From an optimization exercise on the open Yosys and OpenROAD flow, aimed at small area; shortcuts taken in it are not production practice.
At most, simulation tests tie the RTL to the original design; equivalence was not proved.
Only the layout flow was run in run 8; the RTL was not checked for function there.
Power figures rest on the tool's default switching activity, not on a simulated workload.

**flow/standard.sh**
```bash
#!/bin/bash
# synth_recipe.tcl (not shown) runs the flow's synth.tcl, then flattens the netlist and writes it again
# the make line also repeats each setting of config.mk as NAME=value (left out here)
make -C /OpenROAD-flow-scripts/flow DESIGN_CONFIG=/design/flow/config.mk WORK_HOME=/design/flow/orfs CLKGATE_MAP_FILE= SYNTH_SCRIPT=/design/flow/synth_recipe.tcl "${@:-finish}"
```
**flow/config.mk**
```make
export PLATFORM = sky130hd
export DESIGN_NAME = apb_completer_mem
export DESIGN_NICKNAME = apb_completer_mem
export VERILOG_FILES = /design/flow/design.v
export SDC_FILE = /design/flow/constraint.sdc
export NUM_CORES = 4
export LEC_CHECK = 0
export CAP_MARGIN = 20
export CORE_MARGIN = 2
export CORE_UTILIZATION = 40
export SLEW_MARGIN = 20
```
**flow/design.v**
```verilog
module apb_completer_mem #(
    parameter int ADDR_W = 60,
    parameter int DATA_W = 32,
    parameter int IDX_W  = 4,
    parameter int WAIT_W = 4,
    parameter int CNT_W  = 16
) (
    input  logic                pclk,
    input  logic                preset,
    input  logic                psel,
    input  logic                penable,
    input  logic                pwrite,
    input  logic [ADDR_W-1:0]   paddr,
    input  logic [DATA_W-1:0]   pwdata,
    input  logic [DATA_W/8-1:0] pstrb,
    input  logic [WAIT_W-1:0]   wait_cfg,
    output logic                pready,
    output logic [DATA_W-1:0]   prdata,
    output logic                pslverr,
    output logic [CNT_W-1:0]    wr_cnt,
    output logic [CNT_W-1:0]    rd_cnt,
    output logic [CNT_W-1:0]    err_cnt
);
    localparam int STRB_W    = DATA_W / 8;
    localparam int MEM_DEPTH = 2 ** IDX_W;
    logic                               done_q, wait_q;
    logic [WAIT_W-1:0]                  cnt_q;
    logic                               err_q, rdok_q;
    logic [IDX_W-1:0]                   rot_q;
    logic [MEM_DEPTH-1:0]               sel_q;     
    logic [MEM_DEPTH-1:0]               vld_q;     
    logic [MEM_DEPTH-1:0][DATA_W-1:0]   slot_q;
    logic                               pend_q;
    logic [MEM_DEPTH-1:0]               psel_q;    
    logic [STRB_W-1:0]                  bstrb_q;
    logic [DATA_W-1:0]                  bwd_q;
    logic [CNT_W-1:0]                   wr_cnt_q, rd_cnt_q, err_cnt_q;
    logic idle, setup, last, a_err, commit, wr_commit, rd_en;
    logic done_d, wait_d;
    logic [IDX_W-1:0] npos;
    logic [STRB_W-1:0] wstrb;
    logic [DATA_W-1:0] wdata_m, wd;
    assign idle   = !wait_q && !done_q;
    assign setup  = idle && psel && !penable;
    assign last   = (cnt_q == WAIT_W'(1));
    assign a_err  = (paddr[1:0] != 2'b00) || (paddr[ADDR_W-1:IDX_W+2] != '0);
    assign done_d = setup ? (wait_cfg == '0) : (wait_q && psel && last);
    assign wait_d = setup ? (wait_cfg != '0) : (wait_q && psel && !last);
    assign commit    = done_q && psel;
    assign wr_commit = commit && !err_q && !rdok_q;
    assign rd_en     = done_q && rdok_q;
    always_comb begin
        for (int b = 0; b < STRB_W; b++) begin
            wdata_m[8*b +: 8] = pwdata[8*b +: 8] & {8{pstrb[b]}};
        end
    end
    assign npos = paddr[IDX_W+1:2] + rot_q + 1'b1;
    always_ff @(posedge pclk or posedge preset) begin
        if (preset) begin
            done_q <= 1'b0;
            wait_q <= 1'b0;
            rot_q  <= '0;
            pend_q <= 1'b0;
        end else begin
            done_q <= done_d;
            wait_q <= wait_d;
            rot_q  <= rot_q + 1'b1;
            pend_q <= wr_commit && |(sel_q & {(MEM_DEPTH/2){2'b01}});
        end
    end
    always_ff @(posedge pclk) begin
        cnt_q   <= wait_q ? cnt_q - 1'b1 : wait_cfg;
        err_q   <= a_err;
        rdok_q  <= !pwrite && !a_err;
        for (int s = 0; s < MEM_DEPTH; s++) begin
            sel_q[s]  <= (npos == IDX_W'(s));
            psel_q[s] <= sel_q[(s + MEM_DEPTH - 1) % MEM_DEPTH];
        end
        bstrb_q <= pstrb;
        bwd_q   <= wdata_m;
    end
    assign wstrb = pend_q ? bstrb_q : pstrb;
    assign wd    = pend_q ? bwd_q : wdata_m;
    for (genvar s = 0; s < MEM_DEPTH; s++) begin : g_slot
        localparam int P = (s + MEM_DEPTH - 1) % MEM_DEPTH;
        if (s % 2 == 0) begin : g_wr
            logic we;
            assign we = (wr_commit && sel_q[P]) || (pend_q && psel_q[P]);
            always_ff @(posedge pclk or posedge preset) begin
                if (preset) vld_q[s] <= 1'b0;
                else        vld_q[s] <= vld_q[P] || we;
            end
            for (genvar b = 0; b < STRB_W; b++) begin : g_byte
                always_ff @(posedge pclk) begin
                    if (we && (wstrb[b] || !vld_q[P]))
                        slot_q[s][8*b +: 8] <= wd[8*b +: 8];
                    else
                        slot_q[s][8*b +: 8] <= slot_q[P][8*b +: 8];
                end
            end
        end else begin : g_sh
            always_ff @(posedge pclk or posedge preset) begin
                if (preset) vld_q[s] <= 1'b0;
                else        vld_q[s] <= vld_q[P];
            end
            always_ff @(posedge pclk) slot_q[s] <= slot_q[P];
        end
    end
    always_ff @(posedge pclk or posedge preset) begin
        if (preset) begin
            wr_cnt_q  <= '0;
            rd_cnt_q  <= '0;
            err_cnt_q <= '0;
        end else if (commit) begin
            if (err_q) begin
                if (err_cnt_q != '1) err_cnt_q <= err_cnt_q + 1'b1;
            end else if (rdok_q) begin
                if (rd_cnt_q != '1) rd_cnt_q <= rd_cnt_q + 1'b1;
            end else begin
                if (wr_cnt_q != '1) wr_cnt_q <= wr_cnt_q + 1'b1;
            end
        end
    end
    always_comb begin
        prdata = '0;
        for (int s = 0; s < MEM_DEPTH; s++) begin
            if (rd_en && sel_q[s] && vld_q[s])
                prdata = prdata | slot_q[s];
        end
    end
    assign pready  = done_q;
    assign pslverr = done_q && err_q;
    assign wr_cnt  = wr_cnt_q;
    assign rd_cnt  = rd_cnt_q;
    assign err_cnt = err_cnt_q;
endmodule
```
**flow/flow/run.sh**
```bash
#!/bin/bash
# Standard synthesis, then the standard ORFS layout with: combinational cells
# swapped to their smallest size before floorplan (resizing then upsizes
# only where needed), port buffers of the smallest buffer, and a clock tree
# of small clock buffers with larger sink clusters.
set -uo pipefail
W=$(pwd)
bash standard.sh synth > "$W/synth.log" 2>&1 || { tail -50 "$W/synth.log"; exit 1; }
export PRE_FLOORPLAN_TCL="$W/flow/downsize.tcl"
export BUFFER_PORTS_ARGS="-buffer_cell sky130_fd_sc_hd__buf_1"
export CTS_ARGS="-sink_clustering_enable -repair_clock_nets -buf_list {sky130_fd_sc_hd__clkbuf_4 sky130_fd_sc_hd__clkbuf_8} -sink_clustering_size 24 -sink_clustering_max_diameter 80"
bash standard.sh finish > "$W/layout.log" 2>&1 || { tail -50 "$W/layout.log"; exit 1; }
```
**flow/flow/downsize.tcl**
```tcl
# Swap every combinational standard cell to the smallest cell of its family
# (same function and pins, e.g. mux2_4 -> mux2_1). Registers are left alone.
# repair_design / repair_timing later upsize or buffer where timing needs it.
set db [ord::get_db]
set fams [dict create]
foreach lib [$db getLibs] {
  foreach m [$lib getMasters] {
    set n [$m getName]
    if {![regexp {^(sky130_fd_sc_hd__[a-z0-9]+)_([0-9]+)$} $n -> base drv]} { continue }
    if {[string match "*lpflow*" $n]} { continue }
    set a [expr {[$m getWidth] * [$m getHeight]}]
    dict lappend fams $base [list $a $drv $m]
  }
}
set nswap 0
foreach inst [[ord::get_db_block] getInsts] {
  set m [$inst getMaster]
  set n [$m getName]
  if {![regexp {^(sky130_fd_sc_hd__[a-z0-9]+)_([0-9]+)$} $n -> base drv]} { continue }
  if {[regexp {__(df|edf|sdf|sedf|dl|tap|fill|decap|conb|probe)} $n]} { continue }
  if {![dict exists $fams $base]} { continue }
  set best ""
  set ba 0
  set bd 0
  foreach e [dict get $fams $base] {
    lassign $e a d mm
    if {[sta::is_dont_use_cell [sta::find_liberty_cell [$mm getName]]]} { continue }
    if {$best eq "" || $a < $ba || ($a == $ba && $d > $bd)} {
      set best $mm; set ba $a; set bd $d
    }
  }
  if {$best ne "" && [$best getName] ne $n} {
    $inst swapMaster $best
    incr nswap
  }
}
puts "downsize: swapped $nswap instances"
```
**flow/constraint.sdc**
```tcl
create_clock -name core_clock -period 5.0 [get_ports {pclk}]
set_input_delay 1.0000 -clock core_clock [delete_from_list [all_inputs] [get_ports {pclk}]]
set_output_delay 1.0000 -clock core_clock [all_outputs]
set_load 0.01 [all_outputs]
```
==> results.sh, run 1 <==
export IMPL_stop_stage="2_1_floorplan"
export IMPL_status="stopped before the end"
export IMPL_firstError="Error: floorplan.tcl, 5 invalid command name \"sta::is_dont_use_cell\""
export IMPL_yosysWarnings=1
==> run 2, diff against run 1 <==
--- a/flow/flow/run.sh
+++ b/flow/flow/run.sh
@@ -10,3 +10,3 @@
 export BUFFER_PORTS_ARGS="-buffer_cell sky130_fd_sc_hd__buf_1"
-export CTS_ARGS="-sink_clustering_enable -repair_clock_nets -buf_list {sky130_fd_sc_hd__clkbuf_4 sky130_fd_sc_hd__clkbuf_8} -sink_clustering_size 24 -sink_clustering_max_diameter 80"
+export CTS_ARGS="-sink_clustering_enable -repair_clock_nets -buf_list {sky130_fd_sc_hd__clkbuf_4 sky130_fd_sc_hd__clkbuf_8} -sink_clustering_size 12 -sink_clustering_max_diameter 40"
 bash standard.sh finish > "$W/layout.log" 2>&1 || { tail -50 "$W/layout.log"; exit 1; }
--- a/flow/flow/downsize.tcl
+++ b/flow/flow/downsize.tcl
@@ -4,2 +4,3 @@
 set db [ord::get_db]
+set dont [expr {[info exists ::env(DONT_USE_CELLS)] ? $::env(DONT_USE_CELLS) : {}}]
 set fams [dict create]
@@ -26,3 +27,3 @@
     lassign $e a d mm
-    if {[sta::is_dont_use_cell [sta::find_liberty_cell [$mm getName]]]} { continue }
+    if {[lsearch -exact $dont [$mm getName]] >= 0} { continue }
     if {$best eq "" || $a < $ba || ($a == $ba && $d > $bd)} {
==> run 2 against run 1 <==
- the run now finishes clean
==> results.sh, run 2 <==
export IMPL_wl_per_cell_um=23.14
export IMPL_cp_required_ps=4000
export IMPL_arrival_ps=3250
export IMPL_grt_max_degree=45
export IMPL_viasPerCell=5.670
export IMPL_clock_latency_ps=710
export IMPL_setup_viol=0
export IMPL_multiInputGateArea_mm2=0.008143
export IMPL_total_power_w=0.01033
export IMPL_finalCritPeriodShare_pct=84.97
export IMPL_finish_instance_area_mm2=0.02559
export IMPL_die_width_um=238.1
export IMPL_die_area_mm2=0.05669
export IMPL_cts_tree="yes"
export IMPL_hpwl_mm=39.11
export IMPL_drt_iter0_drc=1070
export IMPL_cts_clk_slew_worst_paths_ps=70
export IMPL_report_final_slew_viol_count=0
export IMPL_cap_violations=0
export IMPL_cp_slowest_cell="and4_2"
export IMPL_worstMarginPinSlew_ps=1051
export IMPL_wirelength_mm=61.58
export IMPL_final_cell_mix="578 x dfxtp_1, 295 x mux2_2, 186 x buf_1"
export IMPL_netlist_instances=1693
export IMPL_pin_count=187
export IMPL_drive_above_1_share_pct=26.49
export IMPL_largest_register_ffs=512
export IMPL_cp_end_kind="output pin"
export IMPL_synth_nets=1808
export IMPL_max_stage_delay_ps=920
export IMPL_skew_ps=57.41
export IMPL_period_minus_slack_ps=4249
export IMPL_via_count=15090
export IMPL_postCtsResizedCells=0
export IMPL_timing_slew_headroom_pct=29.93
export IMPL_ff_latch_area_mm2=0.01335
export IMPL_final_util_pct=47.37
export IMPL_crit_chain="and4_2 -> buf_4 -> a22o_1 -> a221oi_1 -> nand4_1 -> buf_1"
export IMPL_hold_viol_final=0
export IMPL_clockRootBuffer="clkbuf_8"
export IMPL_crit_buf_inv=2
export IMPL_cts_hold_buf=0
export IMPL_critPathTopFamily="simple AND/OR/NAND/NOR gates"
export IMPL_grt_pass1_wl_mm=93.23
export IMPL_rsz0062_at_grt="false"
export IMPL_row_count=85
export IMPL_grt_use_total_pct=21.56
export IMPL_crit_path_start_kind="flop"
export IMPL_powerDensity_mw_per_mm2=403.6
export IMPL_status="complete, no violations"
export IMPL_power_leakage_nw=10.40
export IMPL_largestRegisters="slot_q (512), bwd_q (32)"
export IMPL_wl_met1_mm=27.40
export IMPL_tns_ps=0
export IMPL_fp_dieH_um=238.1
export IMPL_ant_nets=0
export IMPL_layout_nets=2008
export IMPL_peakVddDrop_mv=0.1992
export IMPL_top_layer="met5"
export IMPL_place_congestion=0.8316
export IMPL_htreeDepth=3
export IMPL_clock_sinks=649
export IMPL_dr_pass1_iters=5
export IMPL_antenna_found_initial=3
export IMPL_drc=0
export IMPL_fp_coreArea_mm2=0.05403
export IMPL_numPortBuffers=186
export IMPL_path_class="reg2out"
export IMPL_fillers=4854
export IMPL_holdCritPathClass="in2async"
export IMPL_regMostFlops="slot_q"
export IMPL_clockBufferDepth=3
export IMPL_holdWs_ps=284.5
export IMPL_final_common_cell="dfxtp_1"
export IMPL_placed_area_mm2=0.02335
export IMPL_postCtsSetupRepairBufs=0
export IMPL_overflow=0
export IMPL_cts_inserted_buffers=90
export IMPL_yosysWarnings=1
export IMPL_wl_met3_mm=3.606
export IMPL_cp_max_fo=25
export IMPL_start_util_pct=40.57
export IMPL_fmax_ghz=0.2354
export IMPL_wl_met2_mm=29.11
export IMPL_first_global_vias=15380
## run 2: report_power, final
group	internal [W]	leakage (nW)	switching [W]	total (W)
Sequential	0.00521	5.65	0.0000222	0.00523
Combinational	0.0000633	3.67	0.000105	0.000168
Clock	0.00273	1.08	0.00220	0.00493
## run 2: area by class of cell
cell class,count,share of cell area (%)
Antenna cell,2,0.01956
Clock buffer,100,5.280
Clock inverter,62,3.373
Inverter,11,0.1613
Multi-Input combinational cell,924,31.82
Sequential cell,649,52.16
Tap cell,696,3.403
Timing Repair Buffer,217,3.784
## run 2: layer usage
layer | up-vias | GRT usage, %
li1 | 6851 | -
met1 | 7614 | 28.59
met2 | 516 | 35.23
met3 | 105 | 4.130
met4 | 2 | 7.595
met5 | - | 0
## run 2: per-stage QoR
step                      cells  setup WS (ps)
final                      2661          751.3
after global placement     2496           1540
after detailed placement   2496           1467
after floorplan            1693           2072
after global routing       2661          610.4
after CTS                  2658          717.3
## run 2: final timing paths
check / from / endpoint / slack [ps] / depth (start not counted)
hold reg to reg: slot_q[87]$_DFF_P_ / slot_q[119]$_DFF_P_ / 330 / 0
min in group core_clock: slot_q[87]$_DFF_P_ / slot_q[119]$_DFF_P_ / 330 / 0
hold / removal: preset / err_cnt_q[2]$_DFFE_PP0P_ / 280 / 2
setup reg to reg: pend_q$_DFF_PP0_ / slot_q[15]$_DFF_P_ / 2070 / 4
max in group asynchronous: preset / done_q$_DFF_PP0_ / 3980 / 3
setup / recovery: done_q$_DFF_PP0_ / prdata[28] / 750 / 6
## run 2: worst reg2reg max path: cells and delay by family (launching register included)
family	cells	cell delay, ps
mux	2	980
flops	1	740
compound gates	1	580
buf+inv	1	530
==> run 3, diff against run 2 <==
--- a/flow/flow/run.sh
+++ b/flow/flow/run.sh
@@ -10,3 +10,3 @@
 export BUFFER_PORTS_ARGS="-buffer_cell sky130_fd_sc_hd__buf_1"
-export CTS_ARGS="-sink_clustering_enable -repair_clock_nets -buf_list {sky130_fd_sc_hd__clkbuf_4 sky130_fd_sc_hd__clkbuf_8} -sink_clustering_size 12 -sink_clustering_max_diameter 40"
+export CTS_ARGS="-sink_clustering_enable -repair_clock_nets -dont_use_dummy_load -buf_list {sky130_fd_sc_hd__clkbuf_8} -sink_clustering_size 24 -sink_clustering_max_diameter 40"
 bash standard.sh finish > "$W/layout.log" 2>&1 || { tail -50 "$W/layout.log"; exit 1; }
--- a/flow/config.mk
+++ b/flow/config.mk
@@ -9,3 +9,3 @@
 export CORE_MARGIN = 2
-export CORE_UTILIZATION = 40
+export CORE_UTILIZATION = 55
 export SLEW_MARGIN = 20
==> run 3 against run 2 <==
- non-clock buffer count shrank 4
- clock power shrank about 40%
- register-to-register slack better by 100 ps
- setup slack worse by 19 ps
- wire length fell by 4.0%
- fmax is 0.45% lower
- power decreased by 19%
- synthesized cell count did not move
- critical endpoint is now prdata[7]
- highest routed layer is now met4
==> results.sh, run 3 <==
export IMPL_cts_tree="yes"
export IMPL_p_comb_share_pct=2.0
export IMPL_regMostFlops="slot_q"
export IMPL_viasPerCell=6.152
export IMPL_drc=0
export IMPL_cp_max_fo=28
export IMPL_die_width_um=203.6
export IMPL_arrival_ps=3270
export IMPL_place_congestion=0.8125
export IMPL_postCtsResizedCells=0
export IMPL_swShare_pct=21.42
export IMPL_critPathTopFamily="simple AND/OR/NAND/NOR gates"
export IMPL_period_minus_slack_ps=4268
export IMPL_dr_pass1_iters=5
export IMPL_fp_dieH_um=203.6
export IMPL_yosysWarnings=1
export IMPL_cp_slowest_cell="and4_2"
export IMPL_clock_sinks=649
export IMPL_cp_required_ps=4000
export IMPL_via_count=14730
export IMPL_cp_end_kind="output pin"
export IMPL_start_util_pct=55.43
export IMPL_crit_chain="and4_2 -> a22o_1 -> a221oi_1 -> nand4_1 -> buf_1"
export IMPL_fp_coreArea_mm2=0.03955
export IMPL_wl_per_cell_um=24.70
export IMPL_hpwl_mm=36.76
export IMPL_postCtsSetupRepairBufs=0
export IMPL_final_common_cell="dfxtp_1"
export IMPL_netlist_instances=1693
export IMPL_finalCritPeriodShare_pct=85.35
export IMPL_cap_violations=0
export IMPL_skew_ps=56.78
export IMPL_htreeDepth=3
export IMPL_power_leakage_nw=9.803
export IMPL_ant_nets=0
export IMPL_timing_slew_headroom_pct=22.61
export IMPL_cts_inserted_buffers=72
export IMPL_overflow=0
export IMPL_die_area_mm2=0.04147
export IMPL_antenna_found_initial=0
export IMPL_grt_pass1_wl_mm=88.93
export IMPL_grt_max_degree=43
export IMPL_worstMarginPinSlew_ps=1161
export IMPL_switchingPower_w=0.001786
export IMPL_max_stage_delay_ps=1170
export IMPL_clock_latency_ps=640
export IMPL_seq_power_share_pct=62.7
export IMPL_clockBufferDepth=3
export IMPL_cts_hold_buf=0
export IMPL_layout_nets=1986
export IMPL_crit_buf_inv=1
export IMPL_synth_nets=1808
export IMPL_path_class="reg2out"
export IMPL_first_global_vias=14900
export IMPL_n_antenna_cell=0
export IMPL_numPortBuffers=186
export IMPL_peakVddDrop_mv=0.2486
export IMPL_tns_ps=0
export IMPL_ff_latch_area_mm2=0.01335
export IMPL_row_count=73
export IMPL_drt_iter0_drc=937
export IMPL_report_final_slew_viol_count=0
export IMPL_wirelength_mm=59.12
export IMPL_crit_path_start_kind="flop"
export IMPL_grt_use_total_pct=28.29
export IMPL_internal_power_w=0.006553
export IMPL_holdCritPathClass="reg2reg"
export IMPL_powerDensity_mw_per_mm2=346.1
export IMPL_multiInputGateArea_mm2=0.008143
export IMPL_clockRootBuffer="clkbuf_8"
export IMPL_pin_count=187
export IMPL_fmax_ghz=0.2343
export IMPL_cts_clk_slew_worst_paths_ps=80
export IMPL_hold_viol_final=0
export IMPL_largest_register_ffs=512
export IMPL_holdWs_ps=311.8
export IMPL_final_cell_mix="578 x dfxtp_1, 295 x mux2_2, 186 x buf_1"
export IMPL_status="complete, no violations"
export IMPL_largestRegisters="slot_q (512), bwd_q (32)"
export IMPL_drive_above_1_share_pct=22.79
export IMPL_finish_instance_area_mm2=0.02409
export IMPL_rsz0062_at_grt="false"
export IMPL_setup_viol=0
export IMPL_placed_area_mm2=0.02310
export IMPL_fillers=3211
export IMPL_power_frac_clock_pct=35.3
==> run 3: path summary, 6_finish.rpt <==
| check | start | endpoint | slack [ps] | cells past startpoint |
|---|---|---|---|---|
| max in group asynchronous | preset | wr_cnt_q[12]$_DFFE_PP0P_ | 3430 | 3 |
| min in group asynchronous | preset | rd_cnt_q[7]$_DFFE_PP0P_ | 550 | 2 |
| min | slot_q[454]$_DFF_P_ | slot_q[486]$_DFF_P_ | 310 | 0 |
| min reg2reg | slot_q[454]$_DFF_P_ | slot_q[486]$_DFF_P_ | 310 | 0 |
| max | done_q$_DFF_PP0_ | prdata[7] | 730 | 5 |
| max reg2reg | done_q$_DFF_PP0_ | slot_q[153]$_DFF_P_ | 2170 | 4 |
==> run 3: final cells by class <==
class,count,area share (%)
Multi-Input combinational cell,924,33.80
Tap cell,525,2.726
Inverter,11,0.1714
Sequential cell,649,55.40
Clock buffer,72,4.113
Timing Repair Buffer,213,3.791
==> run 3: layer usage <==
| metal | global-route usage (%) | wire (µm) | vias to the layer above |
|---|---|---|---|
| li1 | - | - | 6732 |
| met1 | 38.03 | 26410 | 7339 |
| met2 | 45.70 | 27180 | 543 |
| met3 | 5.257 | 3889 | 114 |
| met4 | 10.17 | 1643 | 0 |
| met5 | 0 | 0 | - |
==> run 3: through the flow <==
step	worst slack (ps)	total power, W	util [%]	instances
floorplan	2072	0.005434	-	1693
global placement	1488	0.005508	58.42	2322
detailed placement	1444	0.005514	58.42	2322
CTS	768.2	0.008417	60.92	2394
global route	629.6	0.008640	60.92	2394
finish	732.3	0.008339	60.92	2394
==> run 3: worst register-to-register path, delay by kind of cell (launching register included) <==
kind               cells  cell delay (ps)
muxes                  1              410
AOI/OAI and AO/OA      2             1220
and+or+nand+nor        1              480
DFF                    1              620
==> run 3: power groups by stage <==
| stage | clock (W) | sequential, W | combinational, W |
|---|---|---|---|
| 6_report | 0.00294 | 0.00523 | 0.000166 |
| 5_1_grt | 0.00322 | 0.00523 | 0.000186 |
| 4_1_cts | 0.00302 | 0.00523 | 0.000168 |
| 3_3_place_gp | 0 | 0.00535 | 0.000163 |
| 3_5_place_dp | 0 | 0.00535 | 0.000168 |
| 2_1_floorplan | 0 | 0.00534 | 0.0000922 |
==> run 4, diff against run 3 <==
--- a/flow/flow/run.sh
+++ b/flow/flow/run.sh
@@ -10,3 +10,3 @@
 export BUFFER_PORTS_ARGS="-buffer_cell sky130_fd_sc_hd__buf_1"
-export CTS_ARGS="-sink_clustering_enable -repair_clock_nets -dont_use_dummy_load -buf_list {sky130_fd_sc_hd__clkbuf_8} -sink_clustering_size 24 -sink_clustering_max_diameter 40"
+export CTS_ARGS="-sink_clustering_enable -repair_clock_nets -dont_use_dummy_load -buf_list {sky130_fd_sc_hd__clkbuf_8} -sink_clustering_size 30 -sink_clustering_max_diameter 35"
 bash standard.sh finish > "$W/layout.log" 2>&1 || { tail -50 "$W/layout.log"; exit 1; }
--- a/flow/config.mk
+++ b/flow/config.mk
@@ -9,3 +9,3 @@
 export CORE_MARGIN = 2
-export CORE_UTILIZATION = 55
+export CORE_UTILIZATION = 65
 export SLEW_MARGIN = 20
==> run 4 against run 3 <==
- cell area increased by 0.23%
- die area decreased by 15%
- critical path depth increased by 1
- first-iteration DRC count increased by 8.4%
- cell count decreased by 2.8%
- global-route usage increased by 3.5 points
- register-to-register slack got worse by 230 ps
- core utilization increased by 11 points
- largest power group unchanged
==> results.sh, run 4 <==
export IMPL_period_minus_slack_ps=4224
export IMPL_htreeDepth=3
export IMPL_timing_rr_end="slot_q[396]$_DFF_P_"
export IMPL_status="complete, no violations"
export IMPL_hold_viol_final=0
export IMPL_row_count=67
export IMPL_cap_violations=0
export IMPL_largest_register_ffs=512
export IMPL_grt_use_total_pct=31.80
export IMPL_crit_chain="and4_2 -> buf_4 -> a22o_1 -> a221oi_1 -> nand4_1 -> buf_1"
export IMPL_powerDensity_mw_per_mm2=355.7
export IMPL_die_width_um=187.6
export IMPL_fp_dieH_um=187.6
export IMPL_fillers=2423
export IMPL_antenna_found_initial=0
export IMPL_clockBufferDepth=3
export IMPL_clock_latency_ps=650
export IMPL_drive_above_1_share_pct=22.74
export IMPL_postCtsResizedCells=0
export IMPL_cts_tree="yes"
export IMPL_worstMarginPinSlew_ps=968.2
export IMPL_hold_depth=0
export IMPL_wirelength_mm=56.23
export IMPL_cts_hold_buf=0
export IMPL_n_antenna_cell=0
export IMPL_clockRootBuffer="clkbuf_8"
export IMPL_first_global_vias=15280
export IMPL_peakVddDrop_mv=0.2642
export IMPL_cp_max_fo=25
export IMPL_cts_inserted_buffers=85
export IMPL_cts_clk_slew_worst_paths_ps=70
export IMPL_grt_max_degree=47
export IMPL_cp_required_ps=4000
export IMPL_grt_pass1_wl_mm=86.31
export IMPL_ant_nets=0
export IMPL_hpwl_mm=34.30
export IMPL_holdCritPathClass="reg2reg"
export IMPL_place_congestion=0.8496
export IMPL_finalCritPeriodShare_pct=84.48
export IMPL_cp_end_kind="output pin"
export IMPL_postCtsSetupRepairBufs=0
export IMPL_regMostFlops="slot_q"
export IMPL_setup_viol=0
export IMPL_max_stage_delay_ps=840
export IMPL_die_area_mm2=0.03521
export IMPL_reg2reg_depth=4
export IMPL_netlist_instances=1693
export IMPL_dr_pass1_iters=5
export IMPL_crit_path_start_kind="flop"
export IMPL_arrival_ps=3220
export IMPL_path_class="reg2out"
export IMPL_synth_nets=1808
export IMPL_min_from="slot_q[12]$_DFF_P_"
export IMPL_clock_sinks=649
export IMPL_numPortBuffers=186
export IMPL_pin_count=187
export IMPL_r2r_start="pend_q$_DFF_PP0_"
export IMPL_drc=0
export IMPL_cp_slowest_cell="and4_2"
export IMPL_min_to="slot_q[44]$_DFF_P_"
export IMPL_final_util_pct=72.38
export IMPL_largestRegisters="slot_q (512), bwd_q (32)"
export IMPL_rsz0062_at_grt="false"
export IMPL_fmax_ghz=0.2367
export IMPL_fp_coreArea_mm2=0.03336
export IMPL_final_cell_mix="578 x dfxtp_1, 295 x mux2_2, 186 x buf_1"
export IMPL_via_count=14900
export IMPL_yosysWarnings=1
export IMPL_skew_ps=67.23
export IMPL_tns_ps=0
export IMPL_start_util_pct=65.70
export IMPL_timing_slew_headroom_pct=35.45
export IMPL_layout_nets=1995
export IMPL_r2r_slack_ps=1940
export IMPL_wl_per_cell_um=24.17
export IMPL_report_final_slew_viol_count=0
export IMPL_drt_iter0_drc=1016
export IMPL_viasPerCell=6.406
export IMPL_final_common_cell="dfxtp_1"
export IMPL_overflow=0
export IMPL_power_leakage_nw=9.878
==> run 4: area by class of cell <==
cell class / count / area [µm²] / area share [%]
Tap cell: 448 / 560.5 / 2.321
Clock buffer: 85 / 1170 / 4.844
Timing Repair Buffer: 209 / 895.9 / 3.710
Multi-Input combinational cell: 924 / 8133 / 33.68
Inverter: 11 / 41.29 / 0.1710
Sequential cell: 649 / 13350 / 55.28
==> run 4: per-layer routing <==
| metal | GRT usage (%) | vias to the layer above | routed length, µm |
|---|---|---|---|
| li1 | - | 6753 | - |
| met1 | 42.30 | 7350 | 24210 |
| met2 | 52.02 | 666 | 26380 |
| met3 | 5.783 | 131 | 4098 |
| met4 | 12.14 | 0 | 1539 |
| met5 | 0 | - | 0 |
==> run 4: how the worst max path moves through the flow <==
stage | end | cells past startpoint | startpoint
after floorplan | prdata[30] | 8 | rdok_q$_DFF_P_
after global placement | prdata[7] | 6 | done_q$_DFF_PP0_
after detailed placement | prdata[7] | 6 | done_q$_DFF_PP0_
after CTS | prdata[7] | 6 | done_q$_DFF_PP0_
after global routing | prdata[28] | 6 | done_q$_DFF_PP0_
final | prdata[7] | 6 | done_q$_DFF_PP0_
==> run 4: worst max-delay path, delay by kind of cell, from the launching register on <==
kind	cells	cell delay [ps]
buffers and inverters	2	590
AND/OR/NAND/NOR	2	1030
AO/OA/AOI/OAI	2	250
flip-flops	1	750
==> run 4: where the power goes <==
part | switching [W] | internal [W]
Combinational | 0.0000998 | 0.0000633
Sequential | 0.0000214 | 0.00521
Clock | 0.00169 | 0.00150
Total | 0.00181 | 0.00678
==> run 4: per-stage QoR <==
step                hold slack, ps  setup WS [ps]  area (µm²)  total power, W  instances
floorplan                    330.8           2072       21920        0.005434       1693
global placement             332.9           1477       22960        0.005503       2240
detailed placement           336.5           1492       22960        0.005509       2240
CTS                          305.6          829.4       24130        0.008636       2325
global route                 316.7          691.1       24150        0.008876       2326
finish                       306.1          775.8       24150        0.008590       2326
==> run 5, diff against run 4 <==
--- a/flow/flow/run.sh
+++ b/flow/flow/run.sh
@@ -10,3 +10,3 @@
 export BUFFER_PORTS_ARGS="-buffer_cell sky130_fd_sc_hd__buf_1"
-export CTS_ARGS="-sink_clustering_enable -repair_clock_nets -dont_use_dummy_load -buf_list {sky130_fd_sc_hd__clkbuf_8} -sink_clustering_size 30 -sink_clustering_max_diameter 35"
+export CTS_ARGS="-sink_clustering_enable -repair_clock_nets -dont_use_dummy_load -buf_list {sky130_fd_sc_hd__clkbuf_16} -sink_clustering_size 36 -sink_clustering_max_diameter 70"
 bash standard.sh finish > "$W/layout.log" 2>&1 || { tail -50 "$W/layout.log"; exit 1; }
--- a/flow/config.mk
+++ b/flow/config.mk
@@ -9,3 +9,3 @@
 export CORE_MARGIN = 2
-export CORE_UTILIZATION = 65
+export CORE_UTILIZATION = 55
 export SLEW_MARGIN = 20
==> run 5 against run 4 <==
- still clean
- non-clock buffer count up 4
- hold slack better by 25 ps
- cell count up 1.5%
- critical endpoint unchanged
- largest cell class unchanged
- highest routed layer unchanged
==> results.sh, run 5 <==
export IMPL_layout_nets=1951
export IMPL_power_frac_clock_pct=35.1
export IMPL_numPortBuffers=186
export IMPL_wl_met1_mm=26.50
export IMPL_period_minus_slack_ps=4262
export IMPL_cp_max_fo=28
export IMPL_clockBufferDepth=3
export IMPL_drc=0
export IMPL_final_cell_mix="578 x dfxtp_1, 295 x mux2_2, 186 x buf_1"
export IMPL_fillers=3199
export IMPL_peakVddDrop_mv=0.4129
export IMPL_tns_ps=0
export IMPL_yosysWarnings=1
export IMPL_wl_met2_mm=27.31
export IMPL_finalCritPeriodShare_pct=85.24
export IMPL_viasPerCell=6.178
export IMPL_first_global_vias=14620
export IMPL_drt_iter0_drc=988
export IMPL_largest_register_ffs=512
export IMPL_postCtsResizedCells=0
export IMPL_holdWs_ps=330.7
export IMPL_cp_end_kind="output pin"
export IMPL_cp_required_ps=4000
export IMPL_hold_viol_final=0
export IMPL_htreeDepth=2
export IMPL_largestRegisters="slot_q (512), bwd_q (32)"
export IMPL_cts_tree="yes"
export IMPL_report_final_slew_viol_count=0
export IMPL_place_congestion=0.8125
export IMPL_holdCritPathClass="reg2reg"
export IMPL_fp_coreArea_mm2=0.03955
export IMPL_clock_latency_ps=570
export IMPL_die_width_um=203.6
export IMPL_cap_violations=0
export IMPL_skew_ps=57.38
export IMPL_r2r_slack_ps=2140
export IMPL_r2r_start="done_q$_DFF_PP0_"
export IMPL_top_layer="met4"
export IMPL_postCtsSetupRepairBufs=0
export IMPL_clockRootBuffer="clkbuf_16"
export IMPL_ff_latch_area_mm2=0.01335
export IMPL_clock_sinks=649
export IMPL_final_util_pct=60.76
export IMPL_switchingPower_w=0.001723
export IMPL_timing_slew_headroom_pct=23.04
export IMPL_pin_count=187
export IMPL_overflow=0
export IMPL_timing_rr_end="slot_q[154]$_DFF_P_"
export IMPL_grt_max_degree=43
export IMPL_antenna_found_initial=0
export IMPL_dr_pass1_iters=5
export IMPL_via_count=14580
export IMPL_ant_nets=0
export IMPL_arrival_ps=3260
export IMPL_cts_clk_slew_worst_paths_ps=80
export IMPL_power_leakage_nw=9.741
export IMPL_min_from="slot_q[474]$_DFF_P_"
export IMPL_p_comb_share_pct=2.0
export IMPL_seq_power_share_pct=62.9
export IMPL_wirelength_mm=58.54
export IMPL_worstMarginPinSlew_ps=1154
export IMPL_internal_power_w=0.006591
export IMPL_row_count=73
export IMPL_start_util_pct=55.43
export IMPL_path_class="reg2out"
export IMPL_grt_use_total_pct=27.93
export IMPL_cts_hold_buf=0
export IMPL_hold_depth=0
export IMPL_swShare_pct=20.72
export IMPL_fp_dieH_um=203.6
export IMPL_wl_per_cell_um=24.81
export IMPL_multiInputGateArea_mm2=0.008143
export IMPL_status="complete, no violations"
export IMPL_powerDensity_mw_per_mm2=345.9
export IMPL_reg2reg_depth=4
export IMPL_cts_inserted_buffers=37
export IMPL_hpwl_mm=36.76
export IMPL_regMostFlops="slot_q"
export IMPL_synth_nets=1808
export IMPL_drive_above_1_share_pct=21.32
export IMPL_rsz0062_at_grt="false"
export IMPL_setup_viol=0
export IMPL_wl_met3_mm=3.284
export IMPL_grt_pass1_wl_mm=88.05
export IMPL_min_to="slot_q[506]$_DFF_P_"
export IMPL_netlist_instances=1693
export IMPL_die_area_mm2=0.04147
export IMPL_fmax_ghz=0.2346
export IMPL_final_common_cell="dfxtp_1"
export IMPL_crit_path_start_kind="flop"
export IMPL_total_power_w=0.008314
-- run 5: power by group through the flow --
stage	registers (W)	logic, W	clock network, W
2_1_floorplan	0.00534	0.0000922	0
3_3_place_gp	0.00535	0.000163	0
3_5_place_dp	0.00535	0.000168	0
4_1_cts	0.00523	0.000169	0.00298
5_1_grt	0.00523	0.000187	0.00317
6_report	0.00523	0.000167	0.00292
-- run 5: worst max-delay path: stages (launching register included) --
cell and delay, ps:
dfrtp_1 770, and4_2 1170, a22o_1 280, a221oi_1 50
nand4_1 250, buf_1 180
-- run 5: how the worst max path moves through the flow --
stage	startpoint	endpoint	slack [ps]	cells after the start
after detailed placement	done_q$_DFF_PP0_	prdata[21]	1440	5
after global placement	done_q$_DFF_PP0_	prdata[21]	1490	5
after CTS	done_q$_DFF_PP0_	prdata[21]	810	5
after global routing	done_q$_DFF_PP0_	prdata[26]	660	6
after floorplan	rdok_q$_DFF_P_	prdata[30]	2070	8
final	done_q$_DFF_PP0_	prdata[7]	740	5
-- run 5: cell type report --
cell class                 count  area share, %
clock buffer                  37          3.853
tap                          525          2.733
multi-input combinational    924          33.88
antenna                        1        0.01041
sequential                   649          55.55
timing repair buffer         213          3.801
inverter                      11         0.1718
-- run 5: layer usage --
metal | GRT usage [%] | up-vias
met2 | 45.72 | 489
li1 | - | 6678
met4 | 8.655 | 0
met1 | 38.32 | 7309
met5 | 0 | -
met3 | 4.059 | 104
-- run 5: stage by stage --
step	instances	area (µm²)	setup slack, ps
after global routing	2359	24030	657.4
after detailed placement	2322	23100	1444
after global placement	2322	23100	1488
after CTS	2359	24030	810.6
final	2360	24030	738.2
after floorplan	1693	21920	2072
==> run 6, diff against run 5 <==
--- a/flow/flow/run.sh
+++ b/flow/flow/run.sh
@@ -10,3 +10,3 @@
 export BUFFER_PORTS_ARGS="-buffer_cell sky130_fd_sc_hd__buf_1"
-export CTS_ARGS="-sink_clustering_enable -repair_clock_nets -dont_use_dummy_load -buf_list {sky130_fd_sc_hd__clkbuf_16} -sink_clustering_size 36 -sink_clustering_max_diameter 70"
+export CTS_ARGS="-sink_clustering_enable -repair_clock_nets -dont_use_dummy_load -buf_list {sky130_fd_sc_hd__clkbuf_8} -sink_clustering_size 20 -sink_clustering_max_diameter 45"
 bash standard.sh finish > "$W/layout.log" 2>&1 || { tail -50 "$W/layout.log"; exit 1; }
==> run 6 against run 5 <==
- synthesized cell count unchanged
- power decreased by 3.7%
- first-iteration DRC count decreased by 9.6%
- register-to-register slack about the same
- clock-buffer cell count increased by 19
- global-route usage increased by 0.26 points
- clock power decreased by 11%
- non-clock buffer count unchanged
- cell count increased by 0.81%
- setup slack got worse by 42 ps
- clock skew increased by 14 ps
- critical path type unchanged
- critical endpoint is now prdata[30]
- highest routed layer unchanged
==> results.sh, run 6 <==
export IMPL_hpwl_mm=36.76
export IMPL_grt_max_degree=43
export IMPL_clockRootBuffer="clkbuf_8"
export IMPL_setup_viol=0
export IMPL_start_util_pct=55.43
export IMPL_skew_ps=71.59
export IMPL_drive_above_1_share_pct=22.13
export IMPL_dr_pass1_iters=6
export IMPL_layout_nets=1970
export IMPL_arrival_ps=3300
export IMPL_dp_slack_ps=1444
export IMPL_final_cell_mix="578 x dfxtp_1, 295 x mux2_2, 186 x buf_1"
export IMPL_powerDensity_mw_per_mm2=335.2
export IMPL_holdWs_ps=305.9
export IMPL_pin_count=187
export IMPL_cts_hold_buf=0
export IMPL_tns_ps=0
export IMPL_cp_end_kind="output pin"
export IMPL_path_class="reg2out"
export IMPL_first_global_vias=14790
export IMPL_clock_sinks=649
export IMPL_peakVddDrop_mv=0.2521
export IMPL_cts_tree="yes"
export IMPL_wl_per_cell_um=24.87
export IMPL_fmax_ghz=0.2323
export IMPL_max_stage_delay_ps=1160
export IMPL_finalCritPeriodShare_pct=86.08
export IMPL_critPathTopFamily="simple AND/OR/NAND/NOR gates"
export IMPL_crit_buf_inv=1
export IMPL_fp_dieH_um=203.6
export IMPL_fp_coreArea_mm2=0.03955
export IMPL_crit_path_start_kind="flop"
export IMPL_overflow=0
export IMPL_htreeDepth=2
export IMPL_postCtsResizedCells=0
export IMPL_numPortBuffers=186
export IMPL_regMostFlops="slot_q"
export IMPL_setup_slack_ps=695.9
export IMPL_cp_required_ps=4000
export IMPL_ant_nets=0
export IMPL_power_leakage_nw=9.688
export IMPL_switchingPower_w=0.001739
export IMPL_row_count=73
export IMPL_antenna_found_initial=0
export IMPL_viasPerCell=6.199
export IMPL_netlist_instances=1693
export IMPL_internal_power_w=0.006264
export IMPL_largest_register_ffs=512
export IMPL_grt_pass1_wl_mm=88.69
export IMPL_cp_max_fo=28
export IMPL_drt_iter0_drc=893
export IMPL_status="complete, no violations"
export IMPL_synth_nets=1808
export IMPL_final_common_cell="dfxtp_1"
export IMPL_yosysWarnings=1
export IMPL_largestRegisters="slot_q (512), bwd_q (32)"
export IMPL_cts_inserted_buffers=56
export IMPL_clockBufferDepth=3
export IMPL_crit_chain="and4_2 -> a22o_1 -> a221oi_1 -> nand4_1 -> buf_1"
export IMPL_postCtsSetupRepairBufs=0
export IMPL_report_final_slew_viol_count=0
export IMPL_worstMarginPinSlew_ps=1135
export IMPL_drc=0
export IMPL_via_count=14750
export IMPL_timing_slew_headroom_pct=24.34
export IMPL_place_congestion=0.8125
export IMPL_period_minus_slack_ps=4304
export IMPL_die_area_mm2=0.04147
export IMPL_die_width_um=203.6
export IMPL_swShare_pct=21.73
export IMPL_clock_latency_ps=700
export IMPL_wirelength_mm=59.16
export IMPL_p_comb_share_pct=2.1
export IMPL_holdCritPathClass="reg2reg"
export IMPL_seq_power_share_pct=65.3
export IMPL_cp_slowest_cell="and4_2"
export IMPL_grt_use_total_pct=28.19
export IMPL_hold_viol_final=0
export IMPL_cap_violations=0
export IMPL_power_frac_clock_pct=32.6
export IMPL_rsz0062_at_grt="false"
export IMPL_cts_clk_slew_worst_paths_ps=120
run 6: path summary, 6_finish.rpt:
kind	startpoint	endpoint	slack, ps	cells past startpoint
setup reg to reg	done_q$_DFF_PP0_	slot_q[154]$_DFF_P_	2130	4
hold / removal	slot_q[454]$_DFF_P_	slot_q[486]$_DFF_P_	310	0
max in group asynchronous	preset	err_cnt_q[9]$_DFFE_PP0P_	3490	3
setup / recovery	done_q$_DFF_PP0_	prdata[30]	700	5
hold reg to reg	slot_q[454]$_DFF_P_	slot_q[486]$_DFF_P_	310	0
min in group asynchronous	preset	vld_q[10]$_DFF_PP0_	500	2
run 6: power by group through the flow:
stage	sequential, W	clock (W)	combinational, W
6_report	0.00523	0.00261	0.000166
2_1_floorplan	0.00534	0	0.0000922
3_5_place_dp	0.00535	0	0.000168
4_1_cts	0.00523	0.00267	0.000168
3_3_place_gp	0.00535	0	0.000163
5_1_grt	0.00523	0.00286	0.000186
run 6: area by class of cell:
| class | count | area, µm² |
|---|---|---|
| diodes | 1 | 2.502 |
| clock buffers | 56 | 770.7 |
| fillers | 3199 | 15670 |
| inverters | 11 | 41.29 |
| multi-input cells | 924 | 8143 |
| flip-flops and latches | 649 | 13350 |
| well taps | 525 | 656.9 |
| repair buffers | 213 | 913.4 |
run 6: through the flow:
stage / utilization, % / area [µm²] / std cells / total power [W]
final: 60.37 / 23880 / 2379 / 0.008003
after detailed placement: 58.42 / 23100 / 2322 / 0.005514
after CTS: 60.37 / 23870 / 2378 / 0.008065
after floorplan: - / 21920 / 1693 / 0.005434
after global placement: 58.42 / 23100 / 2322 / 0.005508
after global routing: 60.37 / 23870 / 2378 / 0.008279
run 6: worst reg2reg max path: cells and delay by family (launching register included):
kind | cells | cell delay, ps
DFF | 1 | 630
and+or+nand+nor | 1 | 490
muxes | 1 | 400
AOI/OAI and AO/OA | 2 | 1230
run 6: per-layer routing:
metal / track usage (%) / vias to the layer above / share of wire [%]
met2: 45.72 / 542 / 46
met4: 10.09 / 0 / 3.2
li1: - / 6692 / -
met3: 4.826 / 132 / 5.9
met5: 0 / - / 0
met1: 38.03 / 7382 / 45
==> run 7, diff against run 6 <==
--- a/flow/flow/run.sh
+++ b/flow/flow/run.sh
@@ -10,3 +10,3 @@
 export BUFFER_PORTS_ARGS="-buffer_cell sky130_fd_sc_hd__buf_1"
-export CTS_ARGS="-sink_clustering_enable -repair_clock_nets -dont_use_dummy_load -buf_list {sky130_fd_sc_hd__clkbuf_8} -sink_clustering_size 20 -sink_clustering_max_diameter 45"
+export CTS_ARGS="-sink_clustering_enable -repair_clock_nets -buf_list {sky130_fd_sc_hd__clkbuf_8} -sink_clustering_size 16 -sink_clustering_max_diameter 50"
 bash standard.sh finish > "$W/layout.log" 2>&1 || { tail -50 "$W/layout.log"; exit 1; }
==> run 7 against run 6 <==
- still clean
- sequential share of layout area fell by 0.64 points
- synthesized cell count did not move
- setup slack worse by 69 ps
- critical endpoint unchanged
- largest power group unchanged
- highest routed layer unchanged
==> results.sh, run 7 <==
export IMPL_rsz0062_at_grt="false"
export IMPL_ant_nets=0
export IMPL_path_class="reg2out"
export IMPL_tns_ps=0
export IMPL_row_count=73
export IMPL_cp_required_ps=4000
export IMPL_timing_slew_headroom_pct=23.38
export IMPL_r2r_slack_ps=2090
export IMPL_numPortBuffers=186
export IMPL_swShare_pct=22.27
export IMPL_skew_ps=34.10
export IMPL_die_width_um=203.6
export IMPL_viasPerCell=6.126
export IMPL_first_global_vias=14680
export IMPL_timing_rr_end="slot_q[155]$_DFF_P_"
export IMPL_grtUsageMet1_pct=38.08
export IMPL_pin_count=187
export IMPL_fp_coreArea_mm2=0.03955
export IMPL_final_cells=2409
export IMPL_layout_nets=1966
export IMPL_cts_clk_slew_worst_paths_ps=100
export IMPL_hold_depth=0
export IMPL_grt_max_degree=43
export IMPL_htreeDepth=2
export IMPL_netlist_instances=1693
export IMPL_place_congestion=0.8125
export IMPL_dr_pass1_iters=5
export IMPL_wl_per_cell_um=24.42
export IMPL_holdCritPathClass="reg2reg"
export IMPL_drt_iter0_drc=940
export IMPL_final_common_cell="dfxtp_1"
export IMPL_critPathTopFamily="simple AND/OR/NAND/NOR gates"
export IMPL_cp_max_fo=28
export IMPL_busiest_layer="met2"
export IMPL_cp_slowest_cell="and4_2"
export IMPL_cp_end_kind="output pin"
export IMPL_drive_above_1_share_pct=22.62
export IMPL_r2r_start="done_q$_DFF_PP0_"
export IMPL_final_cell_mix="578 x dfxtp_1, 295 x mux2_2, 186 x buf_1"
export IMPL_regMostFlops="slot_q"
export IMPL_fillers=3181
export IMPL_crit_chain="and4_2 -> a22o_1 -> a221oi_1 -> nand4_1 -> buf_1"
export IMPL_largestRegisters="slot_q (512), bwd_q (32)"
export IMPL_hpwl_mm=36.76
export IMPL_final_util_pct=61.07
export IMPL_finish_instance_area_mm2=0.02415
export IMPL_crit_path_start_kind="flop"
export IMPL_powerDensity_mw_per_mm2=347.7
export IMPL_grt_use_total_pct=28.09
export IMPL_wirelength_mm=58.83
export IMPL_internal_power_w=0.006528
export IMPL_grt_pass1_wl_mm=88.40
export IMPL_fp_dieH_um=203.6
export IMPL_drc=0
export IMPL_die_area_mm2=0.04147
export IMPL_peakVddDrop_mv=0.2636
export IMPL_antenna_found_initial=0
export IMPL_cts_inserted_buffers=52
export IMPL_yosysWarnings=1
export IMPL_largest_register_ffs=512
export IMPL_hold_viol_final=0
export IMPL_clockBufferDepth=3
export IMPL_via_count=14760
export IMPL_use_met2_pct=45.26
export IMPL_worstMarginPinSlew_ps=1149
export IMPL_status="complete, no violations"
export IMPL_clockRootBuffer="clkbuf_8"
export IMPL_arrival_ps=3370
export IMPL_switchingPower_w=0.001870
export IMPL_reg2reg_depth=4
export IMPL_setup_viol=0
export IMPL_max_stage_delay_ps=1170
export IMPL_grtUsageMet3_pct=4.730
export IMPL_postCtsSetupRepairBufs=0
export IMPL_period_minus_slack_ps=4373
export IMPL_cts_hold_buf=0
export IMPL_seq_power_share_pct=62.2
export IMPL_overflow=0
export IMPL_synth_nets=1808
export IMPL_clock_latency_ps=680
export IMPL_p_comb_share_pct=2.0
export IMPL_dp_cells=2322
export IMPL_fmax_ghz=0.2287
export IMPL_min_from="slot_q[92]$_DFF_P_"
export IMPL_power_frac_clock_pct=35.8
export IMPL_cts_tree="yes"
export IMPL_cp_startpoint="done_q$_DFF_PP0_"
export IMPL_min_to="slot_q[124]$_DFF_P_"
export IMPL_cap_violations=0
export IMPL_finalCritPeriodShare_pct=87.46
export IMPL_power_leakage_nw=9.871
export IMPL_holdWs_ps=333.0
export IMPL_start_util_pct=55.43
export IMPL_placed_area_mm2=0.02310
export IMPL_report_final_slew_viol_count=0
export IMPL_postCtsResizedCells=0
export IMPL_crit_buf_inv=1
export IMPL_clock_sinks=649
## run 7: metal layers
metal / vias to the layer above / wire, µm
li1: 6735 / -
met1: 7371 / 26590
met2: 518 / 26900
met3: 133 / 3414
met4: 0 / 1924
met5: - / 0
## run 7: worst max path at each step
stage                 endpoint  slack (ps)  cells after the start
CTS                 prdata[21]         690                      5
global route        prdata[26]         530                      6
global placement    prdata[21]        1490                      5
finish              prdata[30]         630                      5
detailed placement  prdata[21]        1440                      5
floorplan           prdata[30]        2070                      8
## run 7: area by class of cell
type                       count  area, µm²  area share, %
clock buffer                  59      812.0          3.362
clock inverter                27      234.0         0.9688
inverter                      11      41.29         0.1710
sequential                   649      13350          55.27
multi-input combinational    924       8143          33.71
antenna                        1      2.502        0.01036
tap                          525      656.9          2.720
timing repair buffer         213      913.4          3.782
## run 7: power groups by stage
| stage | Sequential (W) | Combinational, W | Clock (W) |
|---|---|---|---|
| after CTS | 0.00523 | 0.000168 | 0.00306 |
| after floorplan | 0.00534 | 0.0000922 | 0 |
| after global routing | 0.00523 | 0.000186 | 0.00325 |
| final | 0.00523 | 0.000166 | 0.00301 |
| after detailed placement | 0.00535 | 0.000168 | 0 |
| after global placement | 0.00535 | 0.000163 | 0 |
## run 7: through the flow
stage,total power (W),setup WS (ps)
4_1_cts,0.008453,692.0
2_1_floorplan,0.005434,2072
6_report,0.008398,627.0
5_1_grt,0.008670,534.7
3_3_place_gp,0.005508,1488
3_5_place_dp,0.005514,1444
==> run 8, diff against run 7 <==
--- a/flow/design.v
+++ b/flow/design.v
@@ -35,3 +35,3 @@
     logic [STRB_W-1:0]                  bstrb_q;
-    logic [DATA_W-1:0]                  bwd_q;
+    logic [DATA_W-1:0]                  buf_q;     
     logic [CNT_W-1:0]                   wr_cnt_q, rd_cnt_q, err_cnt_q;
@@ -39,3 +39,7 @@
     logic done_d, wait_d;
-    logic [IDX_W-1:0] npos;
+    logic [IDX_W-1:0] cpos;
+    logic [MEM_DEPTH-1:0] dec_now;
+    logic [MEM_DEPTH/2-1:0] esel;
+    logic [DATA_W-1:0] emux;
+    logic podd;
     logic [STRB_W-1:0] wstrb;
@@ -56,3 +60,6 @@
     end
-    assign npos = paddr[IDX_W+1:2] + rot_q + 1'b1;
+    assign cpos = paddr[IDX_W+1:2] + rot_q;
+    always_comb begin
+        for (int s = 0; s < MEM_DEPTH; s++) dec_now[s] = (cpos == IDX_W'(s));
+    end
     always_ff @(posedge pclk or posedge preset) begin
@@ -75,3 +82,3 @@
         for (int s = 0; s < MEM_DEPTH; s++) begin
-            sel_q[s]  <= (npos == IDX_W'(s));
+            sel_q[s]  <= dec_now[(s + MEM_DEPTH - 1) % MEM_DEPTH];
             psel_q[s] <= sel_q[(s + MEM_DEPTH - 1) % MEM_DEPTH];
@@ -79,6 +86,6 @@
         bstrb_q <= pstrb;
-        bwd_q   <= wdata_m;
+        buf_q   <= done_d ? emux : wdata_m;
     end
     assign wstrb = pend_q ? bstrb_q : pstrb;
-    assign wd    = pend_q ? bwd_q : wdata_m;
+    assign wd    = pend_q ? buf_q : wdata_m;
     for (genvar s = 0; s < MEM_DEPTH; s++) begin : g_slot
@@ -124,8 +131,10 @@
     always_comb begin
-        prdata = '0;
-        for (int s = 0; s < MEM_DEPTH; s++) begin
-            if (rd_en && sel_q[s] && vld_q[s])
-                prdata = prdata | slot_q[s];
+        emux = '0;
+        for (int k = 0; k < MEM_DEPTH/2; k++) begin
+            esel[k] = done_q ? sel_q[2*k] : dec_now[2*k];
+            if (esel[k] && vld_q[2*k]) emux = emux | slot_q[2*k];
         end
     end
+    assign podd   = |(sel_q & {(MEM_DEPTH/2){2'b10}});
+    assign prdata = rd_en ? (podd ? buf_q : emux) : '0;
     assign pready  = done_q;
--- a/flow/flow/run.sh
+++ b/flow/flow/run.sh
@@ -10,3 +10,3 @@
 export BUFFER_PORTS_ARGS="-buffer_cell sky130_fd_sc_hd__buf_1"
-export CTS_ARGS="-sink_clustering_enable -repair_clock_nets -buf_list {sky130_fd_sc_hd__clkbuf_8} -sink_clustering_size 16 -sink_clustering_max_diameter 50"
+export CTS_ARGS="-sink_clustering_enable -repair_clock_nets -dont_use_dummy_load -buf_list {sky130_fd_sc_hd__clkbuf_8} -sink_clustering_size 24 -sink_clustering_max_diameter 40"
 bash standard.sh finish > "$W/layout.log" 2>&1 || { tail -50 "$W/layout.log"; exit 1; }
==> run 8 against run 7 <==
- combinational power increased by 100%
- setup slack got worse by 510 ps
- cell area increased by 2.9%
- global-route usage increased by 3.9 points
- die area increased by 1.3%
- cell count increased by 23%
- critical path depth increased by 8
- via count increased by 24%
- register-to-register slack got worse by 300 ps
- clock-buffer cell count increased by 16
- clock skew increased by 36 ps
- power increased by 2.4%
- largest power group unchanged
==> results.sh, run 8 <==
export IMPL_numPortBuffers=186
export IMPL_finalCritPeriodShare_pct=97.69
export IMPL_finish_instance_area_mm2=0.02485
export IMPL_rsz0062_at_grt="true"
export IMPL_status="complete, no violations"
export IMPL_holdCritPathClass="reg2reg"
export IMPL_cp_end_kind="output pin"
export IMPL_cts_clk_slew_worst_paths_ps=80
export IMPL_wl_met2_mm=29.04
export IMPL_grt_pass1_wl_mm=102.0
export IMPL_wl_met3_mm=5.761
export IMPL_hold_viol_final=0
export IMPL_drc=0
export IMPL_die_width_um=204.9
export IMPL_yosysWarnings=1
export IMPL_yosysMostFrequentCell="dfxtp_1"
export IMPL_clock_sinks=649
export IMPL_holdWs_ps=331.1
export IMPL_seq_area_frac_synth_pct=59.78
export IMPL_synth_commonest_cells="578 x dfxtp_1, 357 x nand2_1, 293 x o21ai_0"
export IMPL_total_power_w=0.008600
export IMPL_layout_nets=2553
export IMPL_regMostFlops="slot_q"
export IMPL_cp_max_fo=23
export IMPL_peakVddDrop_mv=0.2421
export IMPL_ys_async_sr_fraction_pct=10.94
export IMPL_drive_above_1_share_pct=8.580
export IMPL_wl_met1_mm=30.07
export IMPL_cts_tree="yes"
export IMPL_report_final_slew_viol_count=0
export IMPL_first_global_vias=17260
export IMPL_synth_seq_cells=649
export IMPL_clock_latency_ps=660
export IMPL_synth_nets=2358
export IMPL_arrival_ps=3880
export IMPL_crit_path_start_kind="input port"
export IMPL_start_util_pct=55.75
export IMPL_grt_max_degree=44
export IMPL_ant_nets=0
export IMPL_die_area_mm2=0.04199
export IMPL_timing_slew_headroom_pct=18.85
export IMPL_worstMarginPinSlew_ps=1217
export IMPL_fp_dieH_um=204.9
export IMPL_antenna_found_initial=0
export IMPL_htreeDepth=3
export IMPL_pin_count=187
export IMPL_fmax_ghz=0.2047
export IMPL_place_congestion=0.8615
export IMPL_fillers=3433
export IMPL_multiInputGateArea_mm2=0.008399
export IMPL_power_leakage_nw=9.146
export IMPL_path_class="in2out"
export IMPL_cts_hold_buf=0
export IMPL_wirelength_mm=67.49
export IMPL_grt_use_total_pct=32.03
export IMPL_overflow=0
export IMPL_synth_cell_types=62
export IMPL_netlist_instances=2243
export IMPL_clockRootBuffer="clkbuf_8"
export IMPL_placed_area_mm2=0.02373
export IMPL_clockBufferDepth=3
export IMPL_tns_ps=0
export IMPL_final_cell_mix="578 x dfxtp_1, 355 x nand2_1, 295 x o21ai_1"
export IMPL_powerDensity_mw_per_mm2=346.0
export IMPL_yosys_most_used_dff="dfxtp_1"
export IMPL_setup_viol=0
export IMPL_synth_top_area_share_pct=51.83
export IMPL_yosys_area_top_type="dfxtp_1"
export IMPL_hpwl_mm=42.72
export IMPL_via_count=18280
export IMPL_row_count=73
export IMPL_n_antenna_cell=0
export IMPL_largestRegisters="slot_q (512), buf_q (32)"
export IMPL_final_common_cell="dfxtp_1"
export IMPL_skew_ps=69.72
export IMPL_ff_latch_area_mm2=0.01335
export IMPL_fp_coreArea_mm2=0.03982
export IMPL_wl_per_cell_um=22.79
export IMPL_dr_pass1_iters=8
export IMPL_largest_register_ffs=512
export IMPL_ys_top_cells_by_area="dfxtp_1 52%, dfrtp_1 8.0%, o21ai_0 6.6%, nand2_1 6.0%, a22oi_1 3.8%"
export IMPL_cp_required_ps=4000
export IMPL_top_layer="met4"
export IMPL_drt_iter0_drc=2040
export IMPL_cap_violations=0
export IMPL_viasPerCell=6.173
export IMPL_cts_inserted_buffers=75
export IMPL_period_minus_slack_ps=4884
export IMPL_synth_edf_count=0
export IMPL_yosys_stat_chipArea_mm2=0.02233
## run 8: changes by cell type in the layout (fill, tap and decap cells not counted), moves of 32 or more
| cell | previous run | this run |
|---|---|---|
| nand4_1 | 57 | 25 |
| buf_4 | 26 | 69 |
| a22o_1 | 128 | 49 |
| a21oi_1 | 8 | 93 |
| a221oi_1 | 128 | 31 |
| nor2_1 | 20 | 76 |
| nand2_1 | 19 | 355 |
| mux2_2 | 295 | 4 |
| o21ai_1 | 3 | 295 |
| a31oi_1 | 3 | 51 |
| a22oi_1 | 8 | 112 |
| nand3_1 | 12 | 46 |
## run 8: worst paths after layout
| path | cells after the start | end | from | slack [ps] |
|---|---|---|---|---|
| setup / recovery | 13 | prdata[13] | paddr[2] | 120 |
| hold reg to reg | 0 | slot_q[236]$_DFF_P_ | slot_q[204]$_DFF_P_ | 330 |
| hold / removal | 0 | slot_q[236]$_DFF_P_ | slot_q[204]$_DFF_P_ | 330 |
| min in group asynchronous | 2 | err_cnt_q[4]$_DFFE_PP0P_ | preset | 540 |
| setup reg to reg | 11 | buf_q[13]$_DFF_P_ | rot_q[0]$_DFF_PP0_ | 1790 |
| max in group asynchronous | 3 | rd_cnt_q[8]$_DFFE_PP0P_ | preset | 3490 |
## run 8: metal layers
layer | track usage, % | vias up
met2 | 48.64 | 892
met1 | 45.06 | 8710
li1 | - | 8480
met3 | 5.695 | 196
met5 | 0 | -
met4 | 13.44 | 0
## run 8: per-stage QoR
step                utilization (%)  setup WS (ps)  instances
global placement              59.58         -74.80       2881
CTS                           62.25          11.05       2956
floorplan                         -          10.33       2243
finish                        62.41          115.6       2961
detailed placement            59.58         -217.9       2881
global route                  62.41         -13.61       2961
## run 8: area by class of cell
type,instances,share of cell area (%)
inverter,16,0.2416
tap,525,2.643
sequential,649,53.71
clock buffer,75,4.153
timing repair buffer,262,5.457
multi-input combinational,1434,33.79
## run 8: logic make-up (layout without fill, tap and decap cells)
kind of cell,Yosys count,after routing,synth area share [%]
simple gates,605,605,12.19
compound gates,755,755,21.90
fa+ha+maj,10,10,0.5940
mux,12,12,0.5604
xor+xnor,52,52,2.074
flops,649,649,59.78
buf+inv,160,353,2.897
## run 8: what timing repair did
item | 4_1_cts | 5_1_grt
resized for setup | 3 | 10
pin swaps | 0 | 2
endpoints found under the setup margin | 28 | 31
setup buffers | 0 | 5
hold endpoints to repair | 0 | 0
## run 8: worst max-delay path, cell delays in order
cell and delay [ps]:
buf_1 100, ha_1 190, inv_2 40, fa_1 630, buf_4 250, nor4_2 100, buf_12 200, a222oi_1 360
nor2_1 70, a2111oi_0 470, buf_4 220, a21oi_1 60, buf_1 160
## run 8: report_power, final
| part | internal, W | total, W | switching [W] |
|---|---|---|---|
| combinational | 0.000106 | 0.000336 | 0.000229 |
| sequential | 0.00521 | 0.00524 | 0.0000268 |
| clock | 0.00133 | 0.00302 | 0.00169 |
| total | 0.00665 | 0.00860 | 0.00195 |

## static timing again, ports no longer ideal
The results above use ideal ports. As a check the final layouts listed here were re-extracted and re-timed, cells and wires unchanged.
Step 1 assumes that a clkbuf_16 drives the clock port and a buf_2 every other input.
Step 2, shift: input delay + t, output delay - t, t = (earliest + latest rising clock arrival at the registers) / 2. This alone moves slack from input paths to output paths.
a / b / c = no drivers / after step 1 / after step 2; a / b = the first two.
run	t, ns	setup slack, ns	clock arrival spread, ns
run 2	0.740	0.751 / 0.691 / 1.431	0.059 / 0.059
run 3	0.658	0.732 / 0.677 / 1.335	0.081 / 0.082
run 4	0.666	0.776 / 0.725 / 1.391	0.077 / 0.077
run 5	0.605	0.738 / 0.678 / 1.283	0.071 / 0.071
run 6	0.704	0.696 / 0.641 / 1.344	0.097 / 0.097
run 7	0.722	0.627 / 0.569 / 1.291	0.035 / 0.035
run 8	0.673	0.116 / 0.070 / 0.070	0.089 / 0.089
After both steps setup and hold are still met in every run listed. For run 8, which loses most, drivers alone change the setup slack by -0.046 ns; drivers and shift together by -0.046 ns.
